This is an optimization exercise on Yosys and OpenROAD, whose aim is small area, a short achievable clock period and few clock cycles per item, not a production implementation.
In this exercise RTL edits were held to simulation tests only and were not proved equivalent to the original.
Power and IR drop assume default switching activity.

==> flow/design.v (excerpt) <==
module pu_fabric #(
    parameter int BUS_STAGES = pu_pkg::BUS_STAGES_DEF,
    parameter int NEIGH_STAGES = pu_pkg::NEIGH_STAGES_DEF,
    parameter int WR_DEPTH = pu_pkg::WR_DEPTH_DEF,
    parameter int RD_DEPTH = pu_pkg::RD_DEPTH_DEF
) (
    input  wire logic             clk,
    input  wire logic             rstn,
    input  wire pu_pkg::pe_mask_t dest_valid,
    input  wire logic [pu_pkg::NUM_PE*pu_pkg::LOG_NUM_PE-1:0] dest_addr,
    input  wire logic [pu_pkg::NUM_PE*pu_pkg::DATA_LEN-1:0] dest_data,
    output pu_pkg::pe_mask_t      fifo_full,
    output pu_pkg::pe_mask_t      src_valid,
    output logic      [pu_pkg::NUM_PE*pu_pkg::DATA_LEN-1:0] src_data,
    input  wire pu_pkg::pe_mask_t src_rq,
    input  wire logic [pu_pkg::NUM_PE*pu_pkg::DATA_LEN-1:0] neigh_in,
    input  wire pu_pkg::pe_mask_t neigh_in_v,
    output logic      [pu_pkg::NUM_PE*pu_pkg::DATA_LEN-1:0] neigh_out,
    output pu_pkg::pe_mask_t      neigh_out_v,
    input  wire logic             start,
    input  wire logic             eoc,
    input  wire pu_pkg::pe_mask_t pe_eol,
    input  wire pu_pkg::pe_mask_t pe_eoi,
    output logic                  inst_eol,
    output logic                  eoi_pu
);
==> flow/config.mk <==
export PLATFORM = sky130hd
export DESIGN_NAME = pu_fabric
export DESIGN_NICKNAME = pu_fabric
export VERILOG_FILES = /design/flow/design.v
export SDC_FILE = /design/flow/constraint.sdc
export NUM_CORES = 4
export LEC_CHECK = 0
export CAP_MARGIN = 20
export CORE_MARGIN = 2
export CORE_UTILIZATION = 40
export CTS_BUF_LIST = sky130_fd_sc_hd__clkbuf_8 sky130_fd_sc_hd__clkbuf_16
export CTS_CLUSTER_DIAMETER = 80
export CTS_CLUSTER_SIZE = 30
export PLACE_DENSITY = 0.45
export SETUP_SLACK_MARGIN = 3.05
export SLEW_MARGIN = 20
export SYNTH_HIERARCHICAL = 1
export BUFFER_PORTS_ARGS = -buffer_cell sky130_fd_sc_hd__buf_1
==> flow/constraint.sdc <==
create_clock -name core_clock -period 6.5 [get_ports {clk}]
set_input_delay 1.3000 -clock core_clock [delete_from_list [all_inputs] [get_ports {clk}]]
set_output_delay 1.3000 -clock core_clock [all_outputs]
set_load 0.01 [all_outputs]
standard.sh (not shown) runs the stock make flow with config.mk's settings and CLKGATE_MAP_FILE= SYNTH_SCRIPT=/design/flow/synth_recipe.tcl, a recipe that flattens the netlist after the stock synthesis.
==> flow/flow/run.sh <==
#!/bin/bash
set -o pipefail
cp standard.sh standard_copy.txt 2>/dev/null
echo "export BUFFER_PORTS_ARGS = -buffer_cell sky130_fd_sc_hd__buf_1" >> config.mk
bash standard.sh > standard.log 2>&1
The baseline finished with timing, DRC and antenna clean.
Testbench counts at the start, summed over its fixed seeds: cycles 887, words 4,096.
Change:
CTS_CLUSTER_DIAMETER = 60   (was 80)
CTS_CLUSTER_SIZE = 20   (was 30)
The changed run went through all stages and came out clean.
Routed wire length fell slightly.
Die area is unchanged.
Worst setup slack loses 0.034 ns.
Final area fell slightly.
Clock power rose by roughly a tenth.
Utilization fell by 0.27 points.
Change:
CORE_UTILIZATION = 45   (was 40)
CTS_CLUSTER_DIAMETER = 80   (was 60)
CTS_CLUSTER_SIZE = 30   (was 20)
PLACE_DENSITY = 0.5   (was 0.45)
The changed run completed without violations; combinational power rises by about 5%; clock skew rises by 0.012 ns; sequential power came out lower by about 1%; utilization rose by 6.5 points; final area grows by 0.83%; final cell count goes down by about 1.3%.
Change:
CORE_UTILIZATION = 40   (was 45)
PLACE_DENSITY = 0.45   (was 0.5)
SETUP_SLACK_MARGIN = 3.15   (was 3.05)
=>
- sequential power is about the same
- via count went down by 2.2%
- wire length grows by 0.74%
- worst setup slack improves by 0.032 ns

== run 1 ==
pu_fabric, a different RTL version from the one above (not shown whole).
For scale: ~2000 cells after synthesis, ~400 flip-flops, ~610 I/O pins.
clock: 6.5 ns
lec_check: 0
cap_margin: 20
core_margin: 2
core_utilization: 40
cts_buf_list: sky130_fd_sc_hd__clkbuf_8 sky130_fd_sc_hd__clkbuf_16
cts_cluster_diameter: 80
cts_cluster_size: 30
place_density: 0.45
setup_slack_margin: 3.05
slew_margin: 20
synth_hierarchical: 1
buffer_ports_args: -buffer_cell sky130_fd_sc_hd__buf_1
Scripts as last shown in full above: flow/flow/run.sh
Per the final summary, run 1 finished and its layout is clean on timing, DRC and antenna.
Testbench counts of run 1, summed over its fixed seeds: cycles 887, words 4,096.
[inputs] run 2 vs run 1
- SETUP_SLACK_MARGIN now 3.15, was 3.05
[summary]
- Run 2 against run 1: utilization after layout shows an increase of 1.1 points; total power rose about 2%; total net switching power now larger; global-route usage saw an increase; buffer count excluding the clock tree in the final layout rose by 4.3%.
Edits applied to the flow inputs when going from run 2 to run 3:
- SETUP_SLACK_MARGIN: 3.15 -> 2.95
--- outcome ---
- In the reports for run 2 and run 3, the smaller ratio of cells with drive above 1 in the final layout belongs to run 3.
- Of run 2 and run 3, run 3 shows the lower portion of the layout cell area used by non-clock buffers, with run 2 above it.
- In run 3, the clock network fraction of design power came out 0.4 points above the value in run 2.
- Summary — final cell count, run 3 relative to run 2: lower, by 68.
- Any difference in sequential cell area in the final layout between run 3 and run 2 is small enough to ignore.
- Comparing sequential fraction of total cell area for run 2 and run 3, the bigger number came from run 3.
- Of the two candidates, run 2 has the worse number of DRC markers in iteration 0 and run 3 the better one.
- Run 3 and run 2 ended up with roughly the same final estimated routing congestion in global placement.
- The overall power consumption number comes out higher for run 2 vs run 3.
- The via count reported for run 3 is lower than the one for run 2.
The inputs of run 4 differ from those of run 3 as listed below.
- a change of CTS_CLUSTER_DIAMETER from 80 to 60
- a change of SETUP_SLACK_MARGIN from 2.95 to 3.05
- a change of CTS_CLUSTER_SIZE from 30 to 20
--- outcome ---
Run 4 was carried through to the last stage, and its layout satisfied the timing, DRC and antenna checks. Run comparison: run 3 top routing layer in use met4; run 4 top routing layer in use met5. Run 4 vs run 3 — worst max-slew margin expressed relative to the limit dropped 2.7 points. Comparing run 3 and run 4, the lower sequential share of power was measured on run 4. Relative to run 3, final-layout clock-cell area share has gone up in run 4.

pu_fabric, a different RTL version from the one above (not shown whole).
For scale: about 2300 cells after synthesis, ~400 flip-flops.
export LEC_CHECK = 0
export CAP_MARGIN = 20
export CORE_MARGIN = 2
export CORE_UTILIZATION = 30
export SETUP_SLACK_MARGIN = 3.0
export SLEW_MARGIN = 20
export BUFFER_PORTS_ARGS = -buffer_cell sky130_fd_sc_hd__buf_1
create_clock -name core_clock -period 6.5 [get_ports {clk}]
Scripts as last shown in full above: flow/flow/run.sh
The first run finished clean.
Testbench counts at the start, summed over its fixed seeds: cycles 887, words 4,096.
==> next run, changes <==
CORE_UTILIZATION = 40   (was 30)
CTS_BUF_LIST = sky130_fd_sc_hd__clkbuf_4 sky130_fd_sc_hd__clkbuf_8   (was unset)
Worst setup slack improves by 0.074 ns.
Final area decreases by a few percent.
Clock-buffer cell count rises by 46.
Via count went up slightly.
Hold slack improved by 0.0074 ns.
Global-route usage came out higher by 11 points.
Sequential share of layout area went up by 1.2 points.

Setup of try-delta:
Another version of the RTL of pu_fabric (not shown whole).
Size in the first run: ~2100 cells after synthesis, ~400 flip-flops, roughly 610 I/O pins, ~0.024 mm2 of cells after synthesis.
export LEC_CHECK = 0
export CAP_MARGIN = 20
export CORE_MARGIN = 2
export CORE_UTILIZATION = 40
export CTS_BUF_LIST = sky130_fd_sc_hd__clkbuf_8 sky130_fd_sc_hd__clkbuf_16
export CTS_CLUSTER_DIAMETER = 80
export CTS_CLUSTER_SIZE = 30
export PLACE_DENSITY = 0.45
export SETUP_SLACK_MARGIN = 3.05
export SLEW_MARGIN = 20
export SYNTH_HIERARCHICAL = 1
export TNS_END_PERCENT = 5
export BUFFER_PORTS_ARGS = -buffer_cell sky130_fd_sc_hd__buf_1
create_clock -name core_clock -period 6.5 [get_ports {clk}]
Scripts as last shown in full above: flow/flow/run.sh
try-delta completed every stage of the flow, and the final layout passed the timing, DRC and antenna checks.
Testbench counts of try-delta, summed over its fixed seeds: cycles 887, words 4,096.
[inputs] try-raven vs try-delta
==> flow/config.mk <==
export PLATFORM = sky130hd
export DESIGN_NAME = pu_fabric
export DESIGN_NICKNAME = pu_fabric
export VERILOG_FILES = /design/flow/design.v
export SDC_FILE = /design/flow/constraint.sdc
export NUM_CORES = 4
export LEC_CHECK = 0
export CAP_MARGIN = 20
export CORE_MARGIN = 2
export CORE_UTILIZATION = 40
export CTS_BUF_LIST = sky130_fd_sc_hd__clkbuf_4 sky130_fd_sc_hd__clkbuf_8
export PLACE_DENSITY = 0.45
export SETUP_SLACK_MARGIN = 3.1
export SLEW_MARGIN = 20
export SYNTH_HIERARCHICAL = 1
export BUFFER_PORTS_ARGS = -buffer_cell sky130_fd_sc_hd__buf_1
==> comparison <==
- try-raven finished every stage and its layout cleared the timing, DRC and antenna checks.
- In try-raven, the net switching share of the total power came out 2.8 points below the value in try-delta.
- Measured against each other, try-raven and try-delta differ in met3 wire length, the higher figure coming from try-raven.
- | cell area | try-raven vs try-delta | worse |
- In try-raven the number of clock-tree buffers in the layout turned out 87 higher than in try-delta.
Modified inputs, try-willow compared to try-raven
diff --git a/flow/config.mk b/flow/config.mk
--- a/flow/config.mk
+++ b/flow/config.mk
@@ -10,5 +10,7 @@
 export CORE_UTILIZATION = 40
-export CTS_BUF_LIST = sky130_fd_sc_hd__clkbuf_4 sky130_fd_sc_hd__clkbuf_8
+export CTS_BUF_LIST = sky130_fd_sc_hd__clkbuf_8 sky130_fd_sc_hd__clkbuf_16
+export CTS_CLUSTER_DIAMETER = 80
+export CTS_CLUSTER_SIZE = 30
 export PLACE_DENSITY = 0.45
-export SETUP_SLACK_MARGIN = 3.1
+export SETUP_SLACK_MARGIN = 3.05
 export SLEW_MARGIN = 20
Notes after the runs:
Delta (try-willow minus try-raven): layout buffer count excluding clock buffers lost 26, met2 usage -0.54 points, worst setup slack now sits higher, synthesized area barely changed, hold slack went up 0.0061 ns. Delta(net switching component of the power, try-willow - try-raven) < 0. On final area, try-willow does better than try-raven. From try-raven to try-willow the numbers moved as follows: global-route usage dropped 1.0 points; post-route core utilization dropped 1.6 points.

[afterwards: timing with drivers on the ports]
Ports are ideal in the flow. The routed layouts listed here were re-timed in OpenROAD.
Step 1: set_driving_cell puts a clkbuf_16 on clk and a buf_2 on each other input, an assumption about the parent block.
Step 2 adds t to the input delays and takes it off the output delays; t is the mean of the earliest and latest rising clock arrival at the registers after step 1. Input paths then give back, and output paths get back, about the clock's delay inside the block.
Three values: no drivers, after step 1, after step 2; two values: the first two.
| run | shift t [ns] | setup WS [ns] | worst setup path after step 2 | worst register clock-pin slew, ns | cell pins on the clock port's net |
|---|---|---|---|---|---|
| the first run of note 1 | 0.697 | 3.040 / 2.932 / 2.349 | input to register | 0.11 / 0.11 | 1 |
| the second run of note 1 | 0.662 | 3.007 / 2.912 / 2.417 | input to register | 0.08 / 0.08 | 1 |
| the third run of note 1 | 0.679 | 2.993 / 2.928 / 2.383 | input to register | 0.11 / 0.11 | 1 |
| the fourth run of note 1 | 0.671 | 3.025 / 2.927 / 2.326 | input to register | 0.11 / 0.11 | 1 |
| run 1 | 0.682 | 3.009 / 2.937 / 2.448 | input to register | 0.11 / 0.11 | 1 |
| run 2 | 0.678 | 3.060 / 2.961 / 2.467 | input to register | 0.11 / 0.11 | 1 |
| run 3 | 0.683 | 2.963 / 2.896 / 2.466 | input to register | 0.11 / 0.11 | 1 |
| run 4 | 0.626 | 3.051 / 2.948 / 2.478 | input to register | 0.09 / 0.09 | 1 |
| the first run of note 3 | 0.687 | 2.838 / 2.673 / 2.241 | input to register | 0.07 / 0.07 | 1 |
| the second run of note 3 | 0.750 | 2.912 / 2.754 / 2.138 | input to register | 0.07 / 0.07 | 1 |
| try-delta | 0.660 | 2.898 / 2.837 / 2.301 | input to register | 0.11 / 0.11 | 1 |
| try-raven | 0.716 | 2.957 / 2.895 / 2.443 | input to register | 0.06 / 0.06 | 1 |
| try-willow | 0.659 | 3.043 / 2.926 / 2.405 | input to register | 0.11 / 0.11 | 1 |
After both steps setup and hold are still met in every run listed. For the second run of note 3, which loses most, drivers alone change the setup slack by -0.158 ns; drivers and shift together by -0.774 ns.
